Source: an optimization exercise on an open RTL-to-GDS flow (aim: small area, a short achievable clock period and few clock cycles). Production flows keep margins and buffers that such runs may drop. Only simulation tests tie the RTL to the original design; equivalence was not proved. No activity file was given, so power comes from the tool's default toggle rates.

### flow/flow/run.sh
#!/bin/bash
# The standard layout, with repair_timing aiming at a shorter path than the
# 25 ns clock needs (a larger setup slack margin) and plain buffers (not delay
# cells) on the ports; constraints are unchanged.
set -euo pipefail
bash standard.sh SETUP_SLACK_MARGIN=19 "BUFFER_PORTS_ARGS=-buffer_cell sky130_fd_sc_hd__buf_2" finish > standard_flow.log 2>&1
### flow/standard.sh
#!/bin/bash
# synth_recipe.tcl (not shown) runs the flow's synth.tcl, then flattens the netlist and writes it again
# the make line also repeats each setting of config.mk as NAME=value (left out here)
make -C /OpenROAD-flow-scripts/flow DESIGN_CONFIG=/design/flow/config.mk WORK_HOME=/design/flow/orfs CLKGATE_MAP_FILE= SYNTH_SCRIPT=/design/flow/synth_recipe.tcl "${@:-finish}"
### flow/config.mk
export PLATFORM = sky130hd
export DESIGN_NAME = ex_top
export DESIGN_NICKNAME = ex_top
export VERILOG_FILES = /design/flow/design.v
export SDC_FILE = /design/flow/constraint.sdc
export NUM_CORES = 4
export LEC_CHECK = 0
export CAP_MARGIN = 20
export CORE_MARGIN = 2
export CORE_UTILIZATION = 40
export SLEW_MARGIN = 20
### flow/constraint.sdc
create_clock -name core_clock -period 25.0 [get_ports {clk}]
set_input_delay 5.0000 -clock core_clock [delete_from_list [all_inputs] [get_ports {clk}]]
set_output_delay 5.0000 -clock core_clock [all_outputs]
set_load 0.01 [all_outputs]
### flow/design.v
package ex_pkg;
    localparam int REG_ADDR_W = 5;
    localparam int DATA_W_DEF = 32;
    typedef logic [REG_ADDR_W-1:0] reg_addr_t;
    typedef enum logic [4:0] {
        OP_OR,
        OP_AND,
        OP_NOR,
        OP_XOR,
        OP_SLL,
        OP_SRL,
        OP_SRA,
        OP_ADD,
        OP_ADDU,
        OP_SUB,
        OP_SUBU,
        OP_SLT,
        OP_SLTU,
        OP_CLZ,
        OP_CLO,
        OP_MULT,
        OP_MULTU,
        OP_MUL,
        OP_MFHI,
        OP_MFLO,
        OP_MTHI,
        OP_MTLO
    } alu_op_t;
    typedef enum logic [1:0] {
        RES_LOGIC_SHIFT,
        RES_ARITH,
        RES_MOVE,
        RES_MUL
    } res_sel_t;
endpackage
`timescale 1ns/1ns
module ex_logic_shift #(
    parameter int DATA_W = ex_pkg::DATA_W_DEF
) (
    input  ex_pkg::alu_op_t   op_i,
    input  logic [DATA_W-1:0] opa_i,
    input  logic [DATA_W-1:0] opb_i,
    output logic [DATA_W-1:0] logic_o,
    output logic [DATA_W-1:0] shift_o
);
    localparam int SH_W = $clog2(DATA_W);
    logic [SH_W-1:0]   shamt;
    logic              left;
    logic              fill;
    logic [DATA_W-1:0] src;
    logic [DATA_W-1:0] rsh;
    function automatic logic [DATA_W-1:0] reverse(input logic [DATA_W-1:0] v);
        for (int i = 0; i < DATA_W; i++)
            reverse[i] = v[DATA_W-1-i];
    endfunction
    logic [3:0] tt;
    always_comb
    begin
        case (op_i[1:0])
            2'd0:    tt = 4'b1110;
            2'd1:    tt = 4'b1000;
            2'd2:    tt = 4'b0001;
            default: tt = 4'b0110;
        endcase
        for (int i = 0; i < DATA_W; i++)
            logic_o[i] = tt[{opa_i[i], opb_i[i]}];
    end
    assign shamt = opa_i[SH_W-1:0];
    assign left  = (op_i == ex_pkg::OP_SLL);
    assign fill  = (op_i == ex_pkg::OP_SRA) && opb_i[DATA_W-1];
    assign src   = left ? reverse(opb_i) : opb_i;
    always_comb
    begin
        logic [DATA_W-1:0] r;
        r = src;
        for (int k = 0; k < SH_W; k++)
            if (shamt[k])
                r = (r >> (1 << k)) | (fill ? ~({DATA_W{1'b1}} >> (1 << k)) : '0);
        rsh = r;
    end
    assign shift_o = left ? reverse(rsh) : rsh;
endmodule
`timescale 1ns/1ns
module ex_arith #(
    parameter int DATA_W = ex_pkg::DATA_W_DEF
) (
    input  ex_pkg::alu_op_t   op_i,
    input  logic [DATA_W-1:0] opa_i,
    input  logic [DATA_W-1:0] opb_i,
    output logic [DATA_W-1:0] sum_o,
    output logic              lt_o,
    output logic [5:0]        clz_o,
    output logic              ovf_o
);
    localparam int MSB = DATA_W - 1;
    logic              sub_en;
    logic [DATA_W-1:0] addend;
    logic [DATA_W:0]   sum_full;
    logic              ovf_raw;
    logic [DATA_W-1:0] clz_src;
    function automatic logic [5:0] lzc32(input logic [31:0] v);
        logic [4:0] n;
        logic [31:0] x;
        x = v;
        n = '0;
        if (x[31:16] == '0) begin n[4] = 1'b1; x = {x[15:0], 16'd0}; end
        if (x[31:24] == '0) begin n[3] = 1'b1; x = {x[23:0], 8'd0}; end
        if (x[31:28] == '0) begin n[2] = 1'b1; x = {x[27:0], 4'd0}; end
        if (x[31:30] == '0) begin n[1] = 1'b1; x = {x[29:0], 2'd0}; end
        if (!x[31])         begin n[0] = 1'b1; end
        lzc32 = (v == '0) ? 6'd32 : {1'b0, n};
    endfunction
    assign sub_en = (op_i == ex_pkg::OP_SUB) || (op_i == ex_pkg::OP_SUBU) ||
                    (op_i == ex_pkg::OP_SLT) || (op_i == ex_pkg::OP_SLTU);
    assign addend   = sub_en ? ~opb_i : opb_i;
    assign sum_full = {1'b0, opa_i} + {1'b0, addend} + {{DATA_W{1'b0}}, sub_en};
    assign sum_o    = sum_full[MSB:0];
    assign ovf_raw = (opa_i[MSB] == addend[MSB]) && (sum_o[MSB] != opa_i[MSB]);
    assign lt_o = (op_i == ex_pkg::OP_SLT) ? (sum_o[MSB] ^ ovf_raw) : !sum_full[DATA_W];
    assign ovf_o = ((op_i == ex_pkg::OP_ADD) || (op_i == ex_pkg::OP_SUB)) && ovf_raw;
    assign clz_src = (op_i == ex_pkg::OP_CLO) ? ~opa_i : opa_i;
    assign clz_o   = lzc32(clz_src);
endmodule
`timescale 1ns/1ns
module ex_mul_iter #(
    parameter int DATA_W = ex_pkg::DATA_W_DEF
) (
    input  logic [DATA_W-1:0] a_i,       
    input  logic              signed_i,  
    input  logic [3:0]        one_i,     
    input  logic [3:0]        two_i,     
    input  logic [3:0]        neg_i,     
    input  logic              first_i,   
    input  logic              corr_i,    
    input  logic [31:0]       acc_i,     
    output logic [39:0]       v_o
);
    logic [32:0] a33;
    logic [31:0] accg;
    logic [31:0] corr_a;
    logic [33:0] pp [4];
    logic [39:0] row_a, row_b;
    assign a33    = {signed_i & a_i[DATA_W-1], a_i};
    assign accg   = first_i ? 32'd0 : acc_i;
    assign corr_a = corr_i ? a_i : 32'd0;
    always_comb
    begin
        for (int j = 0; j < 4; j++)
            pp[j] = (two_i[j] ? {a33, 1'b0} : (one_i[j] ? {a33[32], a33} : 34'd0)) ^ {34{neg_i[j]}};
    end
    logic fs0, fc0, hs0, hc0;
    logic fs1, fc1, hs1, hc1;
    logic fs2, fc2, hs2, hc2;
    logic fs3, fc3, hs3, hc3;
    logic fs4, fc4, hs4, hc4;
    logic fs5, fc5, hs5, hc5;
    logic fs6, fc6, hs6, hc6;
    logic fs7, fc7, hs7, hc7;
    logic fs8, fc8, hs8, hc8;
    logic fs9, fc9, hs9, hc9;
    logic fs10, fc10, hs10, hc10;
    logic fs11, fc11, hs11, hc11;
    logic fs12, fc12, hs12, hc12;
    logic fs13, fc13, hs13, hc13;
    logic fs14, fc14, hs14, hc14;
    logic fs15, fc15, hs15, hc15;
    logic fs16, fc16, hs16, hc16;
    logic fs17, fc17, hs17, hc17;
    logic fs18, fc18, hs18, hc18;
    logic fs19, fc19, hs19, hc19;
    logic fs20, fc20, hs20, hc20;
    logic fs21, fc21, hs21, hc21;
    logic fs22, fc22, hs22, hc22;
    logic fs23, fc23, hs23, hc23;
    logic fs24, fc24, hs24, hc24;
    logic fs25, fc25, hs25, hc25;
    logic fs26, fc26, hs26, hc26;
    logic fs27, fc27, hs27, hc27;
    logic fs28, fc28, hs28, hc28;
    logic fs29, fc29, hs29, hc29;
    logic fs30, fc30, hs30, hc30;
    logic fs31, fc31, hs31, hc31;
    logic fs32, fc32, hs32, hc32;
    logic fs33, fc33, hs33, hc33;
    logic fs34, fc34, hs34, hc34;
    logic fs35, fc35, hs35, hc35;
    logic fs36, fc36, hs36, hc36;
    logic fs37, fc37, hs37, hc37;
    logic fs38, fc38, hs38, hc38;
    logic fs39, fc39, hs39, hc39;
    logic fs40, fc40, hs40, hc40;
    logic fs41, fc41, hs41, hc41;
    logic fs42, fc42, hs42, hc42;
    logic fs43, fc43, hs43, hc43;
    logic fs44, fc44, hs44, hc44;
    logic fs45, fc45, hs45, hc45;
    logic fs46, fc46, hs46, hc46;
    logic fs47, fc47, hs47, hc47;
    logic fs48, fc48, hs48, hc48;
    logic fs49, fc49, hs49, hc49;
    logic fs50, fc50, hs50, hc50;
    logic fs51, fc51, hs51, hc51;
    logic fs52, fc52, hs52, hc52;
    logic fs53, fc53, hs53, hc53;
    logic fs54, fc54, hs54, hc54;
    logic fs55, fc55, hs55, hc55;
    logic fs56, fc56, hs56, hc56;
    logic fs57, fc57, hs57, hc57;
    logic fs58, fc58, hs58, hc58;
    logic fs59, fc59, hs59, hc59;
    logic fs60, fc60, hs60, hc60;
    logic fs61, fc61, hs61, hc61;
    logic fs62, fc62, hs62, hc62;
    logic fs63, fc63, hs63, hc63;
    logic fs64, fc64, hs64, hc64;
    logic fs65, fc65, hs65, hc65;
    logic fs66, fc66, hs66, hc66;
    logic fs67, fc67, hs67, hc67;
    logic fs68, fc68, hs68, hc68;
    logic fs69, fc69, hs69, hc69;
    logic fs70, fc70, hs70, hc70;
    logic fs71, fc71, hs71, hc71;
    logic fs72, fc72, hs72, hc72;
    logic fs73, fc73, hs73, hc73;
    logic fs74, fc74, hs74, hc74;
    logic fs75, fc75, hs75, hc75;
    logic fs76, fc76, hs76, hc76;
    logic fs77, fc77, hs77, hc77;
    logic fs78, fc78, hs78, hc78;
    logic fs79, fc79, hs79, hc79;
    logic fs80, fc80, hs80, hc80;
    logic fs81, fc81, hs81, hc81;
    logic fs82, fc82, hs82, hc82;
    logic fs83, fc83, hs83, hc83;
    logic fs84, fc84, hs84, hc84;
    logic fs85, fc85, hs85, hc85;
    logic fs86, fc86, hs86, hc86;
    logic fs87, fc87, hs87, hc87;
    logic fs88, fc88, hs88, hc88;
    logic fs89, fc89, hs89, hc89;
    logic fs90, fc90, hs90, hc90;
    logic fs91, fc91, hs91, hc91;
    logic fs92, fc92, hs92, hc92;
    logic fs93, fc93, hs93, hc93;
    logic fs94, fc94, hs94, hc94;
    logic fs95, fc95, hs95, hc95;
    logic fs96, fc96, hs96, hc96;
    logic fs97, fc97, hs97, hc97;
    logic fs98, fc98, hs98, hc98;
    logic fs99, fc99, hs99, hc99;
    logic fs100, fc100, hs100, hc100;
    logic fs101, fc101, hs101, hc101;
    logic fs102, fc102, hs102, hc102;
    logic fs103, fc103, hs103, hc103;
    logic fs104, fc104, hs104, hc104;
    logic fs105, fc105, hs105, hc105;
    logic fs106, fc106, hs106, hc106;
    logic fs107, fc107, hs107, hc107;
    logic fs108, fc108, hs108, hc108;
    logic fs109, fc109, hs109, hc109;
    logic fs110, fc110, hs110, hc110;
    logic fs111, fc111, hs111, hc111;
    logic fs112, fc112, hs112, hc112;
    logic fs113, fc113, hs113, hc113;
    logic fs114, fc114, hs114, hc114;
    logic fs115, fc115, hs115, hc115;
    logic fs116, fc116, hs116, hc116;
    logic fs117, fc117, hs117, hc117;
    logic fs118, fc118, hs118, hc118;
    logic fs119, fc119, hs119, hc119;
    logic fs120, fc120, hs120, hc120;
    logic fs121, fc121, hs121, hc121;
    logic fs122, fc122, hs122, hc122;
    logic fs123, fc123, hs123, hc123;
    logic fs124, fc124, hs124, hc124;
    logic fs125, fc125, hs125, hc125;
    logic fs126, fc126, hs126, hc126;
    logic fs127, fc127, hs127, hc127;
    logic fs128, fc128, hs128, hc128;
    logic fs129, fc129, hs129, hc129;
    logic fs130, fc130, hs130, hc130;
    logic fs131, fc131, hs131, hc131;
    logic fs132, fc132, hs132, hc132;
    logic fs133, fc133, hs133, hc133;
    logic fs134, fc134, hs134, hc134;
    logic fs135, fc135, hs135, hc135;
    logic fs136, fc136, hs136, hc136;
    logic fs137, fc137, hs137, hc137;
    logic fs138, fc138, hs138, hc138;
    logic fs139, fc139, hs139, hc139;
    logic fs140, fc140, hs140, hc140;
    assign hs0 = pp[0][31] ^ pp[1][29];
    assign hc0 = pp[0][31] & pp[1][29];
    assign hs1 = pp[0][32] ^ pp[1][30];
    assign hc1 = pp[0][32] & pp[1][30];
    assign hs2 = pp[0][4] ^ pp[1][2];
    assign hc2 = pp[0][4] & pp[1][2];
    assign hs3 = pp[0][5] ^ pp[1][3];
    assign hc3 = pp[0][5] & pp[1][3];
    assign fs4 = pp[0][6] ^ pp[1][4] ^ pp[2][2];
    assign fc4 = (pp[0][6] & pp[1][4]) | (pp[0][6] & pp[2][2]) | (pp[1][4] & pp[2][2]);
    assign hs5 = pp[3][0] ^ accg[6];
    assign hc5 = pp[3][0] & accg[6];
    assign fs6 = pp[0][7] ^ pp[1][5] ^ pp[2][3];
    assign fc6 = (pp[0][7] & pp[1][5]) | (pp[0][7] & pp[2][3]) | (pp[1][5] & pp[2][3]);
    assign hs7 = pp[3][1] ^ accg[7];
    assign hc7 = pp[3][1] & accg[7];
    assign fs8 = pp[0][8] ^ pp[1][6] ^ pp[2][4];
    assign fc8 = (pp[0][8] & pp[1][6]) | (pp[0][8] & pp[2][4]) | (pp[1][6] & pp[2][4]);
    assign fs9 = pp[3][2] ^ accg[8] ^ corr_a[0];
    assign fc9 = (pp[3][2] & accg[8]) | (pp[3][2] & corr_a[0]) | (accg[8] & corr_a[0]);
    assign fs10 = pp[0][9] ^ pp[1][7] ^ pp[2][5];
    assign fc10 = (pp[0][9] & pp[1][7]) | (pp[0][9] & pp[2][5]) | (pp[1][7] & pp[2][5]);
    assign fs11 = pp[3][3] ^ accg[9] ^ corr_a[1];
    assign fc11 = (pp[3][3] & accg[9]) | (pp[3][3] & corr_a[1]) | (accg[9] & corr_a[1]);
    assign fs12 = pp[0][10] ^ pp[1][8] ^ pp[2][6];
    assign fc12 = (pp[0][10] & pp[1][8]) | (pp[0][10] & pp[2][6]) | (pp[1][8] & pp[2][6]);
    assign fs13 = pp[3][4] ^ accg[10] ^ corr_a[2];
    assign fc13 = (pp[3][4] & accg[10]) | (pp[3][4] & corr_a[2]) | (accg[10] & corr_a[2]);
    assign fs14 = pp[0][11] ^ pp[1][9] ^ pp[2][7];
    assign fc14 = (pp[0][11] & pp[1][9]) | (pp[0][11] & pp[2][7]) | (pp[1][9] & pp[2][7]);
    assign fs15 = pp[3][5] ^ accg[11] ^ corr_a[3];
    assign fc15 = (pp[3][5] & accg[11]) | (pp[3][5] & corr_a[3]) | (accg[11] & corr_a[3]);
    assign fs16 = pp[0][12] ^ pp[1][10] ^ pp[2][8];
    assign fc16 = (pp[0][12] & pp[1][10]) | (pp[0][12] & pp[2][8]) | (pp[1][10] & pp[2][8]);
    assign fs17 = pp[3][6] ^ accg[12] ^ corr_a[4];
    assign fc17 = (pp[3][6] & accg[12]) | (pp[3][6] & corr_a[4]) | (accg[12] & corr_a[4]);
    assign fs18 = pp[0][13] ^ pp[1][11] ^ pp[2][9];
    assign fc18 = (pp[0][13] & pp[1][11]) | (pp[0][13] & pp[2][9]) | (pp[1][11] & pp[2][9]);
    assign fs19 = pp[3][7] ^ accg[13] ^ corr_a[5];
    assign fc19 = (pp[3][7] & accg[13]) | (pp[3][7] & corr_a[5]) | (accg[13] & corr_a[5]);
    assign fs20 = pp[0][14] ^ pp[1][12] ^ pp[2][10];
    assign fc20 = (pp[0][14] & pp[1][12]) | (pp[0][14] & pp[2][10]) | (pp[1][12] & pp[2][10]);
    assign fs21 = pp[3][8] ^ accg[14] ^ corr_a[6];
    assign fc21 = (pp[3][8] & accg[14]) | (pp[3][8] & corr_a[6]) | (accg[14] & corr_a[6]);
    assign fs22 = pp[0][15] ^ pp[1][13] ^ pp[2][11];
    assign fc22 = (pp[0][15] & pp[1][13]) | (pp[0][15] & pp[2][11]) | (pp[1][13] & pp[2][11]);
    assign fs23 = pp[3][9] ^ accg[15] ^ corr_a[7];
    assign fc23 = (pp[3][9] & accg[15]) | (pp[3][9] & corr_a[7]) | (accg[15] & corr_a[7]);
    assign fs24 = pp[0][16] ^ pp[1][14] ^ pp[2][12];
    assign fc24 = (pp[0][16] & pp[1][14]) | (pp[0][16] & pp[2][12]) | (pp[1][14] & pp[2][12]);
    assign fs25 = pp[3][10] ^ accg[16] ^ corr_a[8];
    assign fc25 = (pp[3][10] & accg[16]) | (pp[3][10] & corr_a[8]) | (accg[16] & corr_a[8]);
    assign fs26 = pp[0][17] ^ pp[1][15] ^ pp[2][13];
    assign fc26 = (pp[0][17] & pp[1][15]) | (pp[0][17] & pp[2][13]) | (pp[1][15] & pp[2][13]);
    assign fs27 = pp[3][11] ^ accg[17] ^ corr_a[9];
    assign fc27 = (pp[3][11] & accg[17]) | (pp[3][11] & corr_a[9]) | (accg[17] & corr_a[9]);
    assign fs28 = pp[0][18] ^ pp[1][16] ^ pp[2][14];
    assign fc28 = (pp[0][18] & pp[1][16]) | (pp[0][18] & pp[2][14]) | (pp[1][16] & pp[2][14]);
    assign fs29 = pp[3][12] ^ accg[18] ^ corr_a[10];
    assign fc29 = (pp[3][12] & accg[18]) | (pp[3][12] & corr_a[10]) | (accg[18] & corr_a[10]);
    assign fs30 = pp[0][19] ^ pp[1][17] ^ pp[2][15];
    assign fc30 = (pp[0][19] & pp[1][17]) | (pp[0][19] & pp[2][15]) | (pp[1][17] & pp[2][15]);
    assign fs31 = pp[3][13] ^ accg[19] ^ corr_a[11];
    assign fc31 = (pp[3][13] & accg[19]) | (pp[3][13] & corr_a[11]) | (accg[19] & corr_a[11]);
    assign fs32 = pp[0][20] ^ pp[1][18] ^ pp[2][16];
    assign fc32 = (pp[0][20] & pp[1][18]) | (pp[0][20] & pp[2][16]) | (pp[1][18] & pp[2][16]);
    assign fs33 = pp[3][14] ^ accg[20] ^ corr_a[12];
    assign fc33 = (pp[3][14] & accg[20]) | (pp[3][14] & corr_a[12]) | (accg[20] & corr_a[12]);
    assign fs34 = pp[0][21] ^ pp[1][19] ^ pp[2][17];
    assign fc34 = (pp[0][21] & pp[1][19]) | (pp[0][21] & pp[2][17]) | (pp[1][19] & pp[2][17]);
    assign fs35 = pp[3][15] ^ accg[21] ^ corr_a[13];
    assign fc35 = (pp[3][15] & accg[21]) | (pp[3][15] & corr_a[13]) | (accg[21] & corr_a[13]);
    assign fs36 = pp[0][22] ^ pp[1][20] ^ pp[2][18];
    assign fc36 = (pp[0][22] & pp[1][20]) | (pp[0][22] & pp[2][18]) | (pp[1][20] & pp[2][18]);
    assign fs37 = pp[3][16] ^ accg[22] ^ corr_a[14];
    assign fc37 = (pp[3][16] & accg[22]) | (pp[3][16] & corr_a[14]) | (accg[22] & corr_a[14]);
    assign fs38 = pp[0][23] ^ pp[1][21] ^ pp[2][19];
    assign fc38 = (pp[0][23] & pp[1][21]) | (pp[0][23] & pp[2][19]) | (pp[1][21] & pp[2][19]);
    assign fs39 = pp[3][17] ^ accg[23] ^ corr_a[15];
    assign fc39 = (pp[3][17] & accg[23]) | (pp[3][17] & corr_a[15]) | (accg[23] & corr_a[15]);
    assign fs40 = pp[0][24] ^ pp[1][22] ^ pp[2][20];
    assign fc40 = (pp[0][24] & pp[1][22]) | (pp[0][24] & pp[2][20]) | (pp[1][22] & pp[2][20]);
    assign fs41 = pp[3][18] ^ accg[24] ^ corr_a[16];
    assign fc41 = (pp[3][18] & accg[24]) | (pp[3][18] & corr_a[16]) | (accg[24] & corr_a[16]);
    assign fs42 = pp[0][25] ^ pp[1][23] ^ pp[2][21];
    assign fc42 = (pp[0][25] & pp[1][23]) | (pp[0][25] & pp[2][21]) | (pp[1][23] & pp[2][21]);
    assign fs43 = pp[3][19] ^ accg[25] ^ corr_a[17];
    assign fc43 = (pp[3][19] & accg[25]) | (pp[3][19] & corr_a[17]) | (accg[25] & corr_a[17]);
    assign fs44 = pp[0][26] ^ pp[1][24] ^ pp[2][22];
    assign fc44 = (pp[0][26] & pp[1][24]) | (pp[0][26] & pp[2][22]) | (pp[1][24] & pp[2][22]);
    assign fs45 = pp[3][20] ^ accg[26] ^ corr_a[18];
    assign fc45 = (pp[3][20] & accg[26]) | (pp[3][20] & corr_a[18]) | (accg[26] & corr_a[18]);
    assign fs46 = pp[0][27] ^ pp[1][25] ^ pp[2][23];
    assign fc46 = (pp[0][27] & pp[1][25]) | (pp[0][27] & pp[2][23]) | (pp[1][25] & pp[2][23]);
    assign fs47 = pp[3][21] ^ accg[27] ^ corr_a[19];
    assign fc47 = (pp[3][21] & accg[27]) | (pp[3][21] & corr_a[19]) | (accg[27] & corr_a[19]);
    assign fs48 = pp[0][28] ^ pp[1][26] ^ pp[2][24];
    assign fc48 = (pp[0][28] & pp[1][26]) | (pp[0][28] & pp[2][24]) | (pp[1][26] & pp[2][24]);
    assign fs49 = pp[3][22] ^ accg[28] ^ corr_a[20];
    assign fc49 = (pp[3][22] & accg[28]) | (pp[3][22] & corr_a[20]) | (accg[28] & corr_a[20]);
    assign fs50 = pp[0][29] ^ pp[1][27] ^ pp[2][25];
    assign fc50 = (pp[0][29] & pp[1][27]) | (pp[0][29] & pp[2][25]) | (pp[1][27] & pp[2][25]);
    assign fs51 = pp[3][23] ^ accg[29] ^ corr_a[21];
    assign fc51 = (pp[3][23] & accg[29]) | (pp[3][23] & corr_a[21]) | (accg[29] & corr_a[21]);
    assign fs52 = pp[0][30] ^ pp[1][28] ^ pp[2][26];
    assign fc52 = (pp[0][30] & pp[1][28]) | (pp[0][30] & pp[2][26]) | (pp[1][28] & pp[2][26]);
    assign fs53 = pp[3][24] ^ accg[30] ^ corr_a[22];
    assign fc53 = (pp[3][24] & accg[30]) | (pp[3][24] & corr_a[22]) | (accg[30] & corr_a[22]);
    assign fs54 = hs0 ^ pp[2][27] ^ pp[3][25];
    assign fc54 = (hs0 & pp[2][27]) | (hs0 & pp[3][25]) | (pp[2][27] & pp[3][25]);
    assign fs55 = ~accg[31] ^ corr_a[23] ^ 1'b1;
    assign fc55 = (~accg[31] & corr_a[23]) | (~accg[31] & 1'b1) | (corr_a[23] & 1'b1);
    assign fs56 = hs1 ^ pp[2][28] ^ pp[3][26];
    assign fc56 = (hs1 & pp[2][28]) | (hs1 & pp[3][26]) | (pp[2][28] & pp[3][26]);
    assign fs57 = corr_a[24] ^ 1'b1 ^ hc0;
    assign fc57 = (corr_a[24] & 1'b1) | (corr_a[24] & hc0) | (1'b1 & hc0);
    assign fs58 = ~pp[0][33] ^ pp[1][31] ^ pp[2][29];
    assign fc58 = (~pp[0][33] & pp[1][31]) | (~pp[0][33] & pp[2][29]) | (pp[1][31] & pp[2][29]);
    assign fs59 = pp[3][27] ^ corr_a[25] ^ hc1;
    assign fc59 = (pp[3][27] & corr_a[25]) | (pp[3][27] & hc1) | (corr_a[25] & hc1);
    assign fs60 = pp[1][32] ^ pp[2][30] ^ pp[3][28];
    assign fc60 = (pp[1][32] & pp[2][30]) | (pp[1][32] & pp[3][28]) | (pp[2][30] & pp[3][28]);
    assign hs61 = corr_a[26] ^ 1'b1;
    assign hc61 = corr_a[26] & 1'b1;
    assign fs62 = ~pp[1][33] ^ pp[2][31] ^ pp[3][29];
    assign fc62 = (~pp[1][33] & pp[2][31]) | (~pp[1][33] & pp[3][29]) | (pp[2][31] & pp[3][29]);
    assign hs63 = pp[2][32] ^ pp[3][30];
    assign hc63 = pp[2][32] & pp[3][30];
    assign hs64 = pp[0][2] ^ pp[1][0];
    assign hc64 = pp[0][2] & pp[1][0];
    assign hs65 = pp[0][3] ^ pp[1][1];
    assign hc65 = pp[0][3] & pp[1][1];
    assign fs66 = hs2 ^ pp[2][0] ^ accg[4];
    assign fc66 = (hs2 & pp[2][0]) | (hs2 & accg[4]) | (pp[2][0] & accg[4]);
    assign fs67 = hs3 ^ pp[2][1] ^ accg[5];
    assign fc67 = (hs3 & pp[2][1]) | (hs3 & accg[5]) | (pp[2][1] & accg[5]);
    assign fs68 = fs4 ^ hs5 ^ neg_i[3];
    assign fc68 = (fs4 & hs5) | (fs4 & neg_i[3]) | (hs5 & neg_i[3]);
    assign fs69 = fs6 ^ hs7 ^ fc4;
    assign fc69 = (fs6 & hs7) | (fs6 & fc4) | (hs7 & fc4);
    assign fs70 = fs8 ^ fs9 ^ fc6;
    assign fc70 = (fs8 & fs9) | (fs8 & fc6) | (fs9 & fc6);
    assign fs71 = fs10 ^ fs11 ^ fc8;
    assign fc71 = (fs10 & fs11) | (fs10 & fc8) | (fs11 & fc8);
    assign fs72 = fs12 ^ fs13 ^ fc10;
    assign fc72 = (fs12 & fs13) | (fs12 & fc10) | (fs13 & fc10);
    assign fs73 = fs14 ^ fs15 ^ fc12;
    assign fc73 = (fs14 & fs15) | (fs14 & fc12) | (fs15 & fc12);
    assign fs74 = fs16 ^ fs17 ^ fc14;
    assign fc74 = (fs16 & fs17) | (fs16 & fc14) | (fs17 & fc14);
    assign fs75 = fs18 ^ fs19 ^ fc16;
    assign fc75 = (fs18 & fs19) | (fs18 & fc16) | (fs19 & fc16);
    assign fs76 = fs20 ^ fs21 ^ fc18;
    assign fc76 = (fs20 & fs21) | (fs20 & fc18) | (fs21 & fc18);
    assign fs77 = fs22 ^ fs23 ^ fc20;
    assign fc77 = (fs22 & fs23) | (fs22 & fc20) | (fs23 & fc20);
    assign fs78 = fs24 ^ fs25 ^ fc22;
    assign fc78 = (fs24 & fs25) | (fs24 & fc22) | (fs25 & fc22);
    assign fs79 = fs26 ^ fs27 ^ fc24;
    assign fc79 = (fs26 & fs27) | (fs26 & fc24) | (fs27 & fc24);
    assign fs80 = fs28 ^ fs29 ^ fc26;
    assign fc80 = (fs28 & fs29) | (fs28 & fc26) | (fs29 & fc26);
    assign fs81 = fs30 ^ fs31 ^ fc28;
    assign fc81 = (fs30 & fs31) | (fs30 & fc28) | (fs31 & fc28);
    assign fs82 = fs32 ^ fs33 ^ fc30;
    assign fc82 = (fs32 & fs33) | (fs32 & fc30) | (fs33 & fc30);
    assign fs83 = fs34 ^ fs35 ^ fc32;
    assign fc83 = (fs34 & fs35) | (fs34 & fc32) | (fs35 & fc32);
    assign fs84 = fs36 ^ fs37 ^ fc34;
    assign fc84 = (fs36 & fs37) | (fs36 & fc34) | (fs37 & fc34);
    assign fs85 = fs38 ^ fs39 ^ fc36;
    assign fc85 = (fs38 & fs39) | (fs38 & fc36) | (fs39 & fc36);
    assign fs86 = fs40 ^ fs41 ^ fc38;
    assign fc86 = (fs40 & fs41) | (fs40 & fc38) | (fs41 & fc38);
    assign fs87 = fs42 ^ fs43 ^ fc40;
    assign fc87 = (fs42 & fs43) | (fs42 & fc40) | (fs43 & fc40);
    assign fs88 = fs44 ^ fs45 ^ fc42;
    assign fc88 = (fs44 & fs45) | (fs44 & fc42) | (fs45 & fc42);
    assign fs89 = fs46 ^ fs47 ^ fc44;
    assign fc89 = (fs46 & fs47) | (fs46 & fc44) | (fs47 & fc44);
    assign fs90 = fs48 ^ fs49 ^ fc46;
    assign fc90 = (fs48 & fs49) | (fs48 & fc46) | (fs49 & fc46);
    assign fs91 = fs50 ^ fs51 ^ fc48;
    assign fc91 = (fs50 & fs51) | (fs50 & fc48) | (fs51 & fc48);
    assign fs92 = fs52 ^ fs53 ^ fc50;
    assign fc92 = (fs52 & fs53) | (fs52 & fc50) | (fs53 & fc50);
    assign fs93 = fs54 ^ fs55 ^ fc52;
    assign fc93 = (fs54 & fs55) | (fs54 & fc52) | (fs55 & fc52);
    assign fs94 = fs56 ^ fs57 ^ fc54;
    assign fc94 = (fs56 & fs57) | (fs56 & fc54) | (fs57 & fc54);
    assign fs95 = fs58 ^ fs59 ^ fc56;
    assign fc95 = (fs58 & fs59) | (fs58 & fc56) | (fs59 & fc56);
    assign fs96 = fs60 ^ hs61 ^ fc58;
    assign fc96 = (fs60 & hs61) | (fs60 & fc58) | (hs61 & fc58);
    assign fs97 = fs62 ^ corr_a[27] ^ fc60;
    assign fc97 = (fs62 & corr_a[27]) | (fs62 & fc60) | (corr_a[27] & fc60);
    assign fs98 = hs63 ^ corr_a[28] ^ 1'b1;
    assign fc98 = (hs63 & corr_a[28]) | (hs63 & 1'b1) | (corr_a[28] & 1'b1);
    assign fs99 = ~pp[2][33] ^ pp[3][31] ^ corr_a[29];
    assign fc99 = (~pp[2][33] & pp[3][31]) | (~pp[2][33] & corr_a[29]) | (pp[3][31] & corr_a[29]);
    assign hs100 = pp[3][32] ^ corr_a[30];
    assign hc100 = pp[3][32] & corr_a[30];
    assign hs101 = pp[0][0] ^ accg[0];
    assign hc101 = pp[0][0] & accg[0];
    assign hs102 = pp[0][1] ^ accg[1];
    assign hc102 = pp[0][1] & accg[1];
    assign fs103 = hs64 ^ accg[2] ^ neg_i[1];
    assign fc103 = (hs64 & accg[2]) | (hs64 & neg_i[1]) | (accg[2] & neg_i[1]);
    assign fs104 = hs65 ^ accg[3] ^ hc64;
    assign fc104 = (hs65 & accg[3]) | (hs65 & hc64) | (accg[3] & hc64);
    assign fs105 = fs66 ^ neg_i[2] ^ hc65;
    assign fc105 = (fs66 & neg_i[2]) | (fs66 & hc65) | (neg_i[2] & hc65);
    assign fs106 = fs67 ^ hc2 ^ fc66;
    assign fc106 = (fs67 & hc2) | (fs67 & fc66) | (hc2 & fc66);
    assign fs107 = fs68 ^ hc3 ^ fc67;
    assign fc107 = (fs68 & hc3) | (fs68 & fc67) | (hc3 & fc67);
    assign fs108 = fs69 ^ hc5 ^ fc68;
    assign fc108 = (fs69 & hc5) | (fs69 & fc68) | (hc5 & fc68);
    assign fs109 = fs70 ^ hc7 ^ fc69;
    assign fc109 = (fs70 & hc7) | (fs70 & fc69) | (hc7 & fc69);
    assign fs110 = fs71 ^ fc9 ^ fc70;
    assign fc110 = (fs71 & fc9) | (fs71 & fc70) | (fc9 & fc70);
    assign fs111 = fs72 ^ fc11 ^ fc71;
    assign fc111 = (fs72 & fc11) | (fs72 & fc71) | (fc11 & fc71);
    assign fs112 = fs73 ^ fc13 ^ fc72;
    assign fc112 = (fs73 & fc13) | (fs73 & fc72) | (fc13 & fc72);
    assign fs113 = fs74 ^ fc15 ^ fc73;
    assign fc113 = (fs74 & fc15) | (fs74 & fc73) | (fc15 & fc73);
    assign fs114 = fs75 ^ fc17 ^ fc74;
    assign fc114 = (fs75 & fc17) | (fs75 & fc74) | (fc17 & fc74);
    assign fs115 = fs76 ^ fc19 ^ fc75;
    assign fc115 = (fs76 & fc19) | (fs76 & fc75) | (fc19 & fc75);
    assign fs116 = fs77 ^ fc21 ^ fc76;
    assign fc116 = (fs77 & fc21) | (fs77 & fc76) | (fc21 & fc76);
    assign fs117 = fs78 ^ fc23 ^ fc77;
    assign fc117 = (fs78 & fc23) | (fs78 & fc77) | (fc23 & fc77);
    assign fs118 = fs79 ^ fc25 ^ fc78;
    assign fc118 = (fs79 & fc25) | (fs79 & fc78) | (fc25 & fc78);
    assign fs119 = fs80 ^ fc27 ^ fc79;
    assign fc119 = (fs80 & fc27) | (fs80 & fc79) | (fc27 & fc79);
    assign fs120 = fs81 ^ fc29 ^ fc80;
    assign fc120 = (fs81 & fc29) | (fs81 & fc80) | (fc29 & fc80);
    assign fs121 = fs82 ^ fc31 ^ fc81;
    assign fc121 = (fs82 & fc31) | (fs82 & fc81) | (fc31 & fc81);
    assign fs122 = fs83 ^ fc33 ^ fc82;
    assign fc122 = (fs83 & fc33) | (fs83 & fc82) | (fc33 & fc82);
    assign fs123 = fs84 ^ fc35 ^ fc83;
    assign fc123 = (fs84 & fc35) | (fs84 & fc83) | (fc35 & fc83);
    assign fs124 = fs85 ^ fc37 ^ fc84;
    assign fc124 = (fs85 & fc37) | (fs85 & fc84) | (fc37 & fc84);
    assign fs125 = fs86 ^ fc39 ^ fc85;
    assign fc125 = (fs86 & fc39) | (fs86 & fc85) | (fc39 & fc85);
    assign fs126 = fs87 ^ fc41 ^ fc86;
    assign fc126 = (fs87 & fc41) | (fs87 & fc86) | (fc41 & fc86);
    assign fs127 = fs88 ^ fc43 ^ fc87;
    assign fc127 = (fs88 & fc43) | (fs88 & fc87) | (fc43 & fc87);
    assign fs128 = fs89 ^ fc45 ^ fc88;
    assign fc128 = (fs89 & fc45) | (fs89 & fc88) | (fc45 & fc88);
    assign fs129 = fs90 ^ fc47 ^ fc89;
    assign fc129 = (fs90 & fc47) | (fs90 & fc89) | (fc47 & fc89);
    assign fs130 = fs91 ^ fc49 ^ fc90;
    assign fc130 = (fs91 & fc49) | (fs91 & fc90) | (fc49 & fc90);
    assign fs131 = fs92 ^ fc51 ^ fc91;
    assign fc131 = (fs92 & fc51) | (fs92 & fc91) | (fc51 & fc91);
    assign fs132 = fs93 ^ fc53 ^ fc92;
    assign fc132 = (fs93 & fc53) | (fs93 & fc92) | (fc53 & fc92);
    assign fs133 = fs94 ^ fc55 ^ fc93;
    assign fc133 = (fs94 & fc55) | (fs94 & fc93) | (fc55 & fc93);
    assign fs134 = fs95 ^ fc57 ^ fc94;
    assign fc134 = (fs95 & fc57) | (fs95 & fc94) | (fc57 & fc94);
    assign fs135 = fs96 ^ fc59 ^ fc95;
    assign fc135 = (fs96 & fc59) | (fs96 & fc95) | (fc59 & fc95);
    assign fs136 = fs97 ^ hc61 ^ fc96;
    assign fc136 = (fs97 & hc61) | (fs97 & fc96) | (hc61 & fc96);
    assign fs137 = fs98 ^ fc62 ^ fc97;
    assign fc137 = (fs98 & fc62) | (fs98 & fc97) | (fc62 & fc97);
    assign fs138 = fs99 ^ hc63 ^ fc98;
    assign fc138 = (fs99 & hc63) | (fs99 & fc98) | (hc63 & fc98);
    assign fs139 = hs100 ^ 1'b1 ^ fc99;
    assign fc139 = (hs100 & 1'b1) | (hs100 & fc99) | (1'b1 & fc99);
    assign fs140 = ~pp[3][33] ^ corr_a[31] ^ hc100;
    assign fc140 = (~pp[3][33] & corr_a[31]) | (~pp[3][33] & hc100) | (corr_a[31] & hc100);
    assign row_a = {fs140, fs139, fs138, fs137, fs136, fs135, fs134, fs133, fs132, fs131, fs130, fs129, fs128, fs127, fs126, fs125, fs124, fs123, fs122, fs121, fs120, fs119, fs118, fs117, fs116, fs115, fs114, fs113, fs112, fs111, fs110, fs109, fs108, fs107, fs106, fs105, fs104, fs103, hs102, hs101};
    assign row_b = {fc139, fc138, fc137, fc136, fc135, fc134, fc133, fc132, fc131, fc130, fc129, fc128, fc127, fc126, fc125, fc124, fc123, fc122, fc121, fc120, fc119, fc118, fc117, fc116, fc115, fc114, fc113, fc112, fc111, fc110, fc109, fc108, fc107, fc106, fc105, fc104, fc103, hc102, hc101, neg_i[0]};
    assign v_o = row_a + row_b;
endmodule
`timescale 1ns/1ns
module ex_ctrl #(
    parameter int DATA_W = ex_pkg::DATA_W_DEF
) (
    input  logic                clk,
    input  logic                reset_i,
    input  logic                in_valid_i,
    output logic                in_ready_o,
    input  ex_pkg::alu_op_t     aluop_i,
    input  logic [DATA_W-1:0]   reg1_i,
    input  logic [DATA_W-1:0]   reg2_i,
    input  ex_pkg::reg_addr_t   wd_i,
    input  logic                wreg_i,
    output logic                out_valid_o,
    input  logic                out_ready_i,
    output ex_pkg::reg_addr_t   wd_o,
    output logic                wreg_o,
    output logic [DATA_W-1:0]   wdata_o,
    output logic                overflow_o,
    output ex_pkg::alu_op_t     op_o,
    output logic [DATA_W-1:0]   opa_o,
    output logic [DATA_W-1:0]   opb_o,
    input  logic [DATA_W-1:0]   logic_i,
    input  logic [DATA_W-1:0]   shift_i,
    input  logic [DATA_W-1:0]   sum_i,
    input  logic                lt_i,
    input  logic [5:0]          clz_i,
    input  logic                ovf_i,
    output logic                mul_signed_o,
    output logic [3:0]          mul_one_o,
    output logic [3:0]          mul_two_o,
    output logic [3:0]          mul_neg_o,
    output logic                mul_first_o,
    output logic                mul_corr_o,
    output logic [31:0]         mul_acc_o,
    input  logic [39:0]         mul_v_i
);
    localparam int RW = DATA_W + 7;    
    logic              in_v;
    ex_pkg::alu_op_t   op_q;
    logic [DATA_W-1:0] a_q;
    logic [DATA_W-1:0] b_q;
    ex_pkg::reg_addr_t wd_q;
    logic              wreg_q;
    logic [1:0]        cnt_q;
    logic [11:0]       bsel_q;      
    logic              in_ready_q;
    logic              sk_v;
    logic [RW-1:0]     sk_q;
    logic [RW-1:0]     out_q;
    logic [DATA_W-1:0] hi_q;
    logic [DATA_W-1:0] lo_q;
    logic              accept;
    logic              is_mul;
    logic              mul_last;
    logic              done;
    logic              fire;
    logic              out_free;
    logic              in_v_next;
    logic              sk_v_next;
    logic              done_next;
    logic              step;
    logic [DATA_W-1:0] mul_lo;
    logic [DATA_W-1:0] res;
    logic [RW-1:0]     res_w;
    function automatic logic [11:0] booth_enc(input logic [7:0] c, input logic prev);
        logic [2:0] t;
        for (int j = 0; j < 4; j++)
        begin
            t = {c[2*j+1], c[2*j], (j == 0) ? prev : c[2*j-1]};
            booth_enc[j]     = t[1] ^ t[0];
            booth_enc[4 + j] = (t[2] & ~t[1] & ~t[0]) | (~t[2] & t[1] & t[0]);
            booth_enc[8 + j] = t[2];
        end
    endfunction
    function automatic logic op_is_mul(input ex_pkg::alu_op_t op);
        op_is_mul = (op == ex_pkg::OP_MULT) || (op == ex_pkg::OP_MULTU) || (op == ex_pkg::OP_MUL);
    endfunction
    assign in_ready_o = in_ready_q;
    assign accept     = in_valid_i && in_ready_q;
    assign is_mul   = op_is_mul(op_q);
    assign mul_last = (cnt_q == 2'd3);
    assign done     = !is_mul || mul_last;
    assign fire     = in_v && done && !sk_v;
    assign step     = in_v && is_mul && !mul_last && !sk_v;
    assign out_free = !out_valid_o || out_ready_i;
    assign op_o  = op_q;
    assign opa_o = a_q;
    assign opb_o = b_q;
    assign mul_signed_o = (op_q != ex_pkg::OP_MULTU);
    assign {mul_neg_o, mul_two_o, mul_one_o} = bsel_q;
    assign mul_first_o  = (cnt_q == 2'd0);
    assign mul_corr_o   = mul_last && (op_q == ex_pkg::OP_MULTU) && b_q[7];
    assign mul_acc_o    = sk_q[32:1];
    assign mul_lo       = {mul_v_i[7:0], b_q[DATA_W-1:8]};
    logic s_log, s_sh, s_add, s_lt, s_clz, s_mul, s_hi, s_lo;
    assign s_log = (op_q <= ex_pkg::OP_XOR);
    assign s_sh  = (op_q >= ex_pkg::OP_SLL) && (op_q <= ex_pkg::OP_SRA);
    assign s_add = (op_q >= ex_pkg::OP_ADD) && (op_q <= ex_pkg::OP_SUBU);
    assign s_lt  = (op_q == ex_pkg::OP_SLT) || (op_q == ex_pkg::OP_SLTU);
    assign s_clz = (op_q == ex_pkg::OP_CLZ) || (op_q == ex_pkg::OP_CLO);
    assign s_mul = is_mul;
    assign s_hi  = (op_q == ex_pkg::OP_MFHI);
    assign s_lo  = (op_q == ex_pkg::OP_MFLO);
    assign res = ({DATA_W{s_log}} & logic_i) | ({DATA_W{s_sh}} & shift_i) |
                 ({DATA_W{s_add}} & sum_i) | {{(DATA_W-1){1'b0}}, s_lt & lt_i} |
                 ({DATA_W{s_clz}} & {{(DATA_W-6){1'b0}}, clz_i}) |
                 ({DATA_W{s_mul}} & (mul_last ? mul_lo : mul_v_i[39:8])) |
                 ({DATA_W{s_hi}} & hi_q) | ({DATA_W{s_lo}} & lo_q);
    assign res_w = {wd_q, wreg_q && !ovf_i, res, ovf_i};
    assign {wd_o, wreg_o, wdata_o, overflow_o} = out_q;
    assign in_v_next = accept || (in_v && !fire);
    assign sk_v_next = sk_v ? !out_free : (fire && !out_free);
    assign done_next = accept ? !op_is_mul(aluop_i) : (!is_mul || mul_last || (cnt_q == 2'd2 && step));
    always_ff @(posedge clk)
    begin
        if (reset_i)
        begin
            in_v        <= 1'b0;
            in_ready_q  <= 1'b1;
            out_valid_o <= 1'b0;
            sk_v        <= 1'b0;
        end
        else
        begin
            in_v        <= in_v_next;
            in_ready_q  <= !in_v_next || (done_next && !sk_v_next);
            out_valid_o <= sk_v || fire || (out_valid_o && !out_ready_i);
            sk_v        <= sk_v_next;
        end
    end
    always_ff @(posedge clk)
    begin
        if (in_ready_q)
        begin
            op_q    <= aluop_i;
            a_q     <= reg1_i;
            wd_q    <= wd_i;
            wreg_q  <= wreg_i;
        end
    end
    always_ff @(posedge clk)
    begin
        if (in_ready_q)
        begin
            b_q     <= reg2_i;
            cnt_q   <= 2'd0;
            bsel_q  <= booth_enc(reg2_i[7:0], 1'b0);
        end
        else if (step)
        begin
            b_q     <= mul_lo;
            cnt_q   <= cnt_q + 2'd1;
            bsel_q  <= booth_enc(b_q[15:8], b_q[7]);
        end
    end
    always_ff @(posedge clk)
    begin
        if (out_free)
            out_q <= sk_v ? sk_q : res_w;
        if (!sk_v)
            sk_q <= res_w;
    end
    always_ff @(posedge clk)
    begin
        if (reset_i)
        begin
            hi_q <= '0;
            lo_q <= '0;
        end
        else if (fire)
        begin
            case (op_q)
                ex_pkg::OP_MTHI: hi_q <= a_q;
                ex_pkg::OP_MTLO: lo_q <= a_q;
                ex_pkg::OP_MULT, ex_pkg::OP_MULTU:
                begin
                    hi_q <= mul_v_i[39:8];
                    lo_q <= mul_lo;
                end
                default: ;
            endcase
        end
    end
endmodule
`timescale 1ns/1ns
module ex_top #(
    parameter int DATA_W = ex_pkg::DATA_W_DEF
) (
    input  logic              clk,
    input  logic              reset_i,
    input  logic              in_valid_i,
    output logic              in_ready_o,
    input  ex_pkg::alu_op_t   aluop_i,
    input  logic [DATA_W-1:0] reg1_i,
    input  logic [DATA_W-1:0] reg2_i,
    input  ex_pkg::reg_addr_t wd_i,
    input  logic              wreg_i,
    output logic              out_valid_o,
    input  logic              out_ready_i,
    output ex_pkg::reg_addr_t wd_o,
    output logic              wreg_o,
    output logic [DATA_W-1:0] wdata_o,
    output logic              overflow_o
);
    ex_pkg::alu_op_t     op;
    logic [DATA_W-1:0]   opa;
    logic [DATA_W-1:0]   opb;
    logic [DATA_W-1:0]   logic_res;
    logic [DATA_W-1:0]   shift_res;
    logic [DATA_W-1:0]   sum;
    logic                lt;
    logic [5:0]          clz;
    logic                ovf;
    logic                mul_signed;
    logic [3:0]          mul_one;
    logic [3:0]          mul_two;
    logic [3:0]          mul_neg;
    logic                mul_first;
    logic                mul_corr;
    logic [31:0]         mul_acc;
    logic [39:0]         mul_v;
    ex_ctrl #(.DATA_W(DATA_W)) u_ctrl (
        .clk          (clk),
        .reset_i      (reset_i),
        .in_valid_i   (in_valid_i),
        .in_ready_o   (in_ready_o),
        .aluop_i      (aluop_i),
        .reg1_i       (reg1_i),
        .reg2_i       (reg2_i),
        .wd_i         (wd_i),
        .wreg_i       (wreg_i),
        .out_valid_o  (out_valid_o),
        .out_ready_i  (out_ready_i),
        .wd_o         (wd_o),
        .wreg_o       (wreg_o),
        .wdata_o      (wdata_o),
        .overflow_o   (overflow_o),
        .op_o         (op),
        .opa_o        (opa),
        .opb_o        (opb),
        .logic_i      (logic_res),
        .shift_i      (shift_res),
        .sum_i        (sum),
        .lt_i         (lt),
        .clz_i        (clz),
        .ovf_i        (ovf),
        .mul_signed_o (mul_signed),
        .mul_one_o    (mul_one),
        .mul_two_o    (mul_two),
        .mul_neg_o    (mul_neg),
        .mul_first_o  (mul_first),
        .mul_corr_o   (mul_corr),
        .mul_acc_o    (mul_acc),
        .mul_v_i      (mul_v)
    );
    ex_logic_shift #(.DATA_W(DATA_W)) u_logic_shift (
        .op_i    (op),
        .opa_i   (opa),
        .opb_i   (opb),
        .logic_o (logic_res),
        .shift_o (shift_res)
    );
    ex_arith #(.DATA_W(DATA_W)) u_arith (
        .op_i  (op),
        .opa_i (opa),
        .opb_i (opb),
        .sum_o (sum),
        .lt_o  (lt),
        .clz_o (clz),
        .ovf_o (ovf)
    );
    ex_mul_iter #(.DATA_W(DATA_W)) u_mul (
        .a_i      (opa),
        .signed_i (mul_signed),
        .one_i    (mul_one),
        .two_i    (mul_two),
        .neg_i    (mul_neg),
        .first_i  (mul_first),
        .corr_i   (mul_corr),
        .acc_i    (mul_acc),
        .v_o      (mul_v)
    );
endmodule
==> reports/metrics.yaml, run 1 <==
status: "complete, no violations"
drive_gt1_share_pct: 15.42
drt_iter0_markers: 3283
clock-sinks: 231
fp.dieH_um: 251.6
fill_cells: 5833
drv_cap: 0
hold_depth: 2
fmax_ghz: 0.1598
synth_top_area_cell: "edfxtp_1"
rr_endpoint: "u_ctrl.out_q[25]$_DFFE_PN_"
ctsHtreeMaxLevel: 1
critPathMaxStageDelay_ps: 500
pre_cts_ws_ps: 17780
synth-edff-count: 122
p_leak_uw: 0.01086
clockBufferDepth: 3
vias_per_cell: 6.528
nets: 3162
regArea_um2: 5852
cp.required_ps: 20000
worstRegToRegCells: 20
cts-root-buf: "clkbuf_16"
hold_buffers: 0
cts_tree: "done"
grt_pass1_wl_um: 158500
wl_per_cell_um: 29.69
rsz0062_at_grt: "yes"
finalSetupTns_ps: 0
yosysSeqAreaShare_pct: 23.84
worstSetupPathType: "reg2out"
setup-violations-final: 0
post-route-period-util_pct: 25.04
gp_congestion: 1.025
start_util_pct: 40.55
synth_commonest_cells: "nand2_1 (306), clkbuf_1 (199), inv_1 (186)"
dr.pass1.iters: 8
die_area_um2: 63300
rows: 90
vias: 23940
synthesis.area_um2: 24520
crit-reg2reg-launch: "u_ctrl.op_q[2]$_DFFE_PP_"
multi_input_area_um2: 17270
fin_ws_ps: 18740
path_buf_inv: 1
critPathCaptureType: "output pin"
hp-start: "u_ctrl.hi_q[4]$_SDFFE_PP0P_"
antenna_found_initial: 3
crit_start: "u_ctrl.out_q[18]$_DFFE_PN_"
detail-route-antenna-nets: 0
hp-class: "reg2reg"
critical_path.max_fanout: 1
min_to: "u_ctrl.hi_q[4]$_SDFFE_PP0P_"
coreArea_um2: 60470
die_x_um: 251.6
crit_chain: "buf_6"
start_kind: "flop"
critical-path-slowest-cell: "edfxtp_1"
drcViolationCount: 0
synth_top_area_share_pct: 14.94
grt_max_degree: 65
ys_ff_latch: 231
ys.flop_type: "edfxtp_1"
grt_usage_pct: 33.80
worst_pin_slew_ps: 1159
io_pins: 120
r2r_slack_ps: 19110
ys_async_sr_fraction_pct: 0
slew_headroom_pct: 22.67
vdd_drop_max_uv: 117.0
area_delta_synth_final_pct: 11.48
clkSlewWorstSetupHoldPaths_ps: 70
grt-ovfl-total: 0
synth.most_common_cell: "nand2_1"
syn_area_per_cell_um2: 8.594
drv_slew: 0
detailed_place.area_um2: 25800
critPathTopFamily: "flip-flops"
syn-num-nets: 3151
hpwl_um: 79020
min_period_ps: 6259
drt-total-wl_um: 108900
clk_latency_ps: 580
io_buffer_count: 119
grt_pass1_vias: 23320
design_area_um2: 27330
synth_cell_type_count: 89
hold_viol: 0
synthTopCellsByArea: "edfxtp_1 (15%), fa_1 (10%), dfxtp_1 (8.9%), xnor2_1 (6.2%), ha_1 (4.8%)"
yosys_warnings: 5
worst_clock_skew_ps: 16.78
cts_buffers: 27
cp.arrival_ps: 1260
cellPowerDensity_nw_per_um2: 159.7
synthCells: 2853
[layout make-up]
type	count	share of cell area [%]
clock inverters	14	0.4623
repair buffers	241	6.070
diodes	1	0.009155
repair inverters	1	0.02746
multi-input cells	2170	63.18
well taps	782	3.580
flip-flops and latches	231	21.41
clock buffers	36	2.595
inverters	192	2.664
[how the worst max path moves through the flow]
stage	end	cells past startpoint	slack, ps
3_3_place_gp	u_ctrl.out_q[32]$_DFFE_PN_	19	17880
6_report	wdata_o[17]	1	18740
5_1_grt	wdata_o[10]	1	18740
3_5_place_dp	u_ctrl.out_q[32]$_DFFE_PN_	19	17780
2_1_floorplan	u_ctrl.in_ready_q$_SDFF_PP1_	3	19000
4_1_cts	wdata_o[17]	1	18720
[worst min-delay path, delay by kind of cell, from the launching register on]
family / cells / cell delay (ps)
compound gates: 1 / 50
flops: 1 / 310
simple gates: 1 / 50
[flip-flops by register name (all words and copies together) (netlist names)]
signal              count
u_ctrl.wreg_q           1
u_ctrl.out_q           39
u_ctrl.a_q             32
u_ctrl.cnt_q            2
u_ctrl.in_v             1
u_ctrl.lo_q            32
u_ctrl.wd_q             5
u_ctrl.hi_q            32
u_ctrl.bsel_q          11
u_ctrl.op_q             5
u_ctrl.sk_v             1
u_ctrl.out_valid_o      1
u_ctrl.sk_q            39
u_ctrl.b_q             29
u_ctrl.in_ready_q       1
[routing by layer]
layer	part of all wire, %	vias up	track usage, %
li1	-	10340	-
met1	39	11660	44.76
met2	42	1610	50.08
met3	11	324	6.592
met4	7.9	4	22.53
met5	0.028	-	0
[where the power goes]
part           internal (µW)  switching [µW]
logic                   1220            2210
registers                476            75.6
clock network            212             179
[placed cells by master, fill, tap and decap left out, drive strengths merged, types with 24 or more instances in the layout]
master,synthesis,layout
o211ai,59,59
nor2,154,154
nand2b,44,44
xnor2,174,174
ha,94,94
inv,190,190
dfxtp,109,109
a211oi,34,34
a31oi,33,33
clkbuf,200,36
o21ai,178,178
o221ai,24,24
a21oi,151,151
a221oi,40,40
mux4,42,42
a21o,40,40
buf,62,240
nor3,43,43
nand3,28,28
a22oi,121,121
nand2,307,308
mux2,35,35
fa,125,125
xor2,55,55
mux2i,71,71
edfxtp,122,122
[logic make-up after synthesis]
logic type / count (synthesis) / share of synthesized area, %
XOR/XNOR: 229 / 8.180
AND/OR/NAND/NOR: 714 / 13.52
multiplexers: 148 / 8.364
AO/OA/AOI/OAI: 858 / 24.02
flip-flops: 231 / 23.84
adder cells (fa/ha/maj): 219 / 15.00
buffers and inverters: 454 / 7.078
[per-stage QoR]
stage	hold slack [ps]	total power (µW)	cells	utilization [%]
floorplan	422.5	2631	2853	-
global route	483.4	4641	3667	45.20
global placement	439.0	3700	3577	42.67
detailed placement	446.9	3700	3577	42.67
CTS	455.1	4157	3641	44.54
finish	458.1	4365	3668	45.20
[what timing repair did]
| action | 4_1_cts | 5_1_grt |
|---|---|---|
| resized for setup | 34 | 44 |
| setup buffers | 11 | 25 |
| endpoints found under the setup margin | 126 | 104 |
| pin swaps | 3 | 12 |
| gates cloned | 3 | 1 |
Testbench counts, summed over its fixed seeds: cycles 6,532.
==> run 2, diff against run 1 <==
--- a/flow/design.v
+++ b/flow/design.v
@@ -738,6 +738,10 @@
         if (!sk_v)
             sk_q <= res_w;
     end
+    logic hi_we, lo_we, move_op;
+    assign move_op = (op_q == ex_pkg::OP_MTHI) || (op_q == ex_pkg::OP_MTLO);
+    assign hi_we   = fire && ((op_q == ex_pkg::OP_MTHI) || (op_q == ex_pkg::OP_MULT) || (op_q == ex_pkg::OP_MULTU));
+    assign lo_we   = fire && ((op_q == ex_pkg::OP_MTLO) || (op_q == ex_pkg::OP_MULT) || (op_q == ex_pkg::OP_MULTU));
     always_ff @(posedge clk)
     begin
         if (reset_i)
@@ -745,18 +749,12 @@
             hi_q <= '0;
             lo_q <= '0;
         end
-        else if (fire)
+        else
         begin
-            case (op_q)
-                ex_pkg::OP_MTHI: hi_q <= a_q;
-                ex_pkg::OP_MTLO: lo_q <= a_q;
-                ex_pkg::OP_MULT, ex_pkg::OP_MULTU:
-                begin
-                    hi_q <= mul_v_i[39:8];
-                    lo_q <= mul_lo;
-                end
-                default: ;
-            endcase
+            if (hi_we)
+                hi_q <= move_op ? a_q : mul_v_i[39:8];
+            if (lo_we)
+                lo_q <= move_op ? a_q : mul_lo;
         end
     end
 endmodule
==> run 2 against run 1 <==
  * Clock skew up 8.6 ps
  * Hold slack worse by 0.73 ps
  * Area after synthesis down 0.66%
  * Sequential cell count unchanged
  * Clock power up 15%
  * Synthesized cell count up 0.70%
  * Still clean on timing, DRC and antenna
  * Wire length up 3.1%
  * Largest cell class unchanged
  * Core utilization up 1.3 points
  * Global-route usage up 0.66 points
  * Sequential share of layout area down 0.50 points
  * Register-to-register slack worse by 90 ps
==> reports/metrics.yaml, run 2 <==
power_frac_comb_pct: 79.4  # +1.0 points
grt-ovfl-total: 0  # unchanged
cts_buffers: 29  # +7.4%
reg_top3: "u_ctrl.out_q: 39 flops, u_ctrl.sk_q: 39 flops"
coreArea_um2: 60250  # -0.37%
pre_cts_ws_ps: 17610  # -162.2 ps
rsz0062_at_grt: "yes"
vias_per_cell: 6.523  # about the same
p_leak_uw: 0.01123  # +3.4%
synthesis.area_um2: 24360  # -0.66%
cp.arrival_ps: 1170  # -90 ps
dr.pass1.iters: 6  # -2
synth_commonest_cells: "nand2_1 (314), clkbuf_1 (231), inv_1 (183)"
status: "complete, no violations"
start_kind: "flop"
path_buf_inv: 1  # unchanged
hpwl_um: 77680  # -1.7%
synth_cell_type_count: 79  # -11%
drt_iter0_markers: 3422  # +4.2%
die_x_um: 250.8  # -0.32%
hold_buffers: 0  # unchanged
synthTopCellsByArea: "edfxtp_1 (15%), fa_1 (10%), dfxtp_1 (9.0%), xnor2_1 (5.8%), nand2_1 (4.8%)"
drive_gt1_share_pct: 16.99  # +1.6 points
wl_per_cell_um: 30.47  # +2.6%
met2_usage_pct: 50.90  # +0.83 points
slew_headroom_pct: 24.62  # +1.9 points
die_area_um2: 62890  # -0.65%
cts-root-buf: "clkbuf_16"
synth-edff-count: 122  # unchanged
fin_ws_ps: 18830  # +94.10 ps
critical_path_depth: 1  # unchanged
area_delta_synth_final_pct: 14.93
cts_tree: "done"
gp_congestion: 1.024  # about the same
critPathCaptureType: "output pin"
fp.dieH_um: 250.8  # -0.32%
seq_power_share_pct: 11.0  # -1.6 points
setup-violations-final: 0  # unchanged
drt-total-wl_um: 112300  # +3.1%
regArea_um2: 5854  # about the same
layout_common_cells: "nand2_1 (312), inv_1 (182), a21oi_1 (162), o21ai_0 (161), nor2_1 (159)"
fmax_ghz: 0.1622  # +1.5%
swShare_pct: 56.06  # -0.32 points
io_buffer_count: 119  # unchanged
p_switching_uw: 2640  # +7.3%
syn-num-nets: 3171  # +0.63%
synthCells: 2873  # +0.70%
ys_async_sr_fraction_pct: 0  # unchanged
cellPowerDensity_nw_per_um2: 168.2  # +5.3%
min_period_ps: 6165  # -94.10 ps
vias: 24040  # +0.39%
grt_max_degree: 69  # +6.2%
dp.cells: 3571  # -0.17%
rows: 90  # unchanged
multi_input_area_um2: 17420  # +0.86%
grt-busiest-layer: "met2"
cp.required_ps: 20000  # about the same
grt_usage_pct: 34.46  # +0.66 points
final_cell_count_no_fill: 3685  # +0.46%
final_util_pct: 46.47  # +1.3 points
worstRegToRegCells: 25  # +25%
crit_chain: "buf_2"
worst_clock_skew_ps: 25.33  # +8.551 ps
antenna_found_initial: 3  # unchanged
detail-route-antenna-nets: 0  # unchanged
clkSlewWorstSetupHoldPaths_ps: 60  # about the same
p_clk_share_pct: 9.6  # +0.6 points
grtUsageMet3_pct: 8.408  # +1.8 points
drv_slew: 0  # unchanged
ys_ff_latch: 231  # unchanged
fill_cells: 5742  # -1.6%
worst_pin_slew_ps: 1117  # -42.12 ps
clk_latency_ps: 610  # +30 ps
grt_pass1_vias: 23170  # -0.65%
io_pins: 120  # unchanged
yosys_warnings: 5  # unchanged
syn_area_per_cell_um2: 8.478  # -1.3%
critical_path.max_fanout: 1  # unchanged
hold_viol: 0  # unchanged
synth_top_area_cell: "edfxtp_1"
final_common_cell: "nand2_1"
clockBufferDepth: 3  # unchanged
ctsHtreeMaxLevel: 1  # unchanged
critPathTopFamily: "flip-flops"
worstSetupPathType: "reg2out"
critical-path-slowest-cell: "edfxtp_1"
nets: 3177  # +0.47%
hp-class: "reg2reg"
yosysSeqAreaShare_pct: 24.00  # +0.16 points
grtUsageMet1_pct: 44.76  # about the same
drv_cap: 0  # unchanged
finalSetupTns_ps: 0  # unchanged
synth_top_area_share_pct: 15.04  # +0.099 points
ys.flop_type: "edfxtp_1"
grt_pass1_wl_um: 159500  # +0.64%
p_int_uw: 2069  # +8.7%
vdd_drop_max_uv: 141.6  # +21%
drcViolationCount: 0  # unchanged
post-route-period-util_pct: 24.66  # -0.38 points
hold_depth: 2  # unchanged
critPathMaxStageDelay_ps: 410  # -90 ps
start_util_pct: 40.43  # -0.12 points
clock-sinks: 231  # unchanged
synth.most_common_cell: "nand2_1"
total_power_uw: 4708  # +7.9%
run 2: path summary, 6_finish.rpt:
path | startpoint | end | slack (ps)
worst min register to register | u_ctrl.hi_q[17]$_SDFFE_PP0P_ | u_ctrl.hi_q[17]$_SDFFE_PP0P_ | 460
worst min-delay path | u_ctrl.hi_q[17]$_SDFFE_PP0P_ | u_ctrl.hi_q[17]$_SDFFE_PP0P_ | 460
worst max-delay path | u_ctrl.out_q[28]$_DFFE_PN_ | wdata_o[27] | 18830
worst max register to register | u_ctrl.op_q[2]$_DFFE_PP_ | u_ctrl.out_q[32]$_DFFE_PN_ | 19020
run 2: repair_timing:
item / in CTS / in global routing
setup endpoints to repair: 123 / 87
buffers inserted: 21 / 30
gates cloned: 3 / 5
pin swaps: 12 / 37
gates resized for setup: 80 / 80
run 2: worst min-delay path, stage by stage, from the launching register on:
cell and delay (ps):
dfxtp_1 310, nand2_1 50, a21oi_1 50
run 2: metal layers:
metal  up-vias  share of wire [%]
met5         -              0.028
met4         4                7.9
met3       410                 11
met2      1537                 42
met1     11800                 39
li1      10280                  -
run 2: through the flow:
stage          hold WS, ps  instance area (µm²)
5_1_grt              479.0                27990
6_report             457.3                27990
4_1_cts              455.0                27170
2_1_floorplan        432.0                24380
3_3_place_gp         438.5                25550
3_5_place_dp         446.4                25550
run 2: layout make-up:
cell class,instances,area share [%]
Multi-Input combinational cell,2171,62.22
Sequential cell,231,20.91
Timing Repair Buffer,262,7.343
Tap cell,782,3.495
Clock buffer,34,2.735
Inverter,184,2.467
Clock inverter,20,0.8134
Antenna cell,1,0.008939
run 2: kinds of logic (layout without fill, tap and decap cells):
family / count (synthesis) / in the layout / synth area share [%]
xor+xnor: 239 / 239 / 8.594
compound gates: 842 / 842 / 23.57
simple gates: 708 / 709 / 13.14
other cells: 0 / 1 / 0
mux: 162 / 162 / 8.213
flops: 231 / 231 / 24.00
buf+inv: 472 / 500 / 7.376
fa+ha+maj: 219 / 219 / 15.10
run 2: power by group through the flow:
stage	Combinational, µW	Clock, µW	Sequential (µW)
6_report	3740	450	518
4_1_cts	3250	455	518
5_1_grt	3930	468	522
2_1_floorplan	1930	0	510
3_5_place_dp	3070	0	528
3_3_place_gp	3060	0	528
Testbench counts of run 2, summed over its fixed seeds: cycles 6,532.

## port drivers added, routing unchanged
The flow's constraints put no driver on any port. The routed layouts listed below were extracted and timed again, unchanged, in two steps.
Step 1: set_driving_cell puts a clkbuf_16 on clk and a buf_2 on each other input, an assumption about the parent block.
Step 2 also shifts input and output timing later by t, the mid clock arrival at the registers, as if the neighbouring blocks saw the same clock.
Slacks: no drivers / after step 1 / after step 2; pairs: no drivers / after step 1.
| run | t (ns) | slack for setup (ns) | slew at the worst register clock pin (ns) | worst slew at a driven data input, ns |
|---|---|---|---|---|
| run 1 | 0.625 | 18.741 / 18.685 / 18.353 | 0.07 / 0.07 | 0.08 |
| run 2 | 0.661 | 18.835 / 18.773 / 18.759 | 0.07 / 0.07 | 0.04 |
After both steps every run listed still meets setup and hold. The setup slack of run 1, which loses most, moves by -0.056 ns with the drivers and by -0.388 ns with both steps.
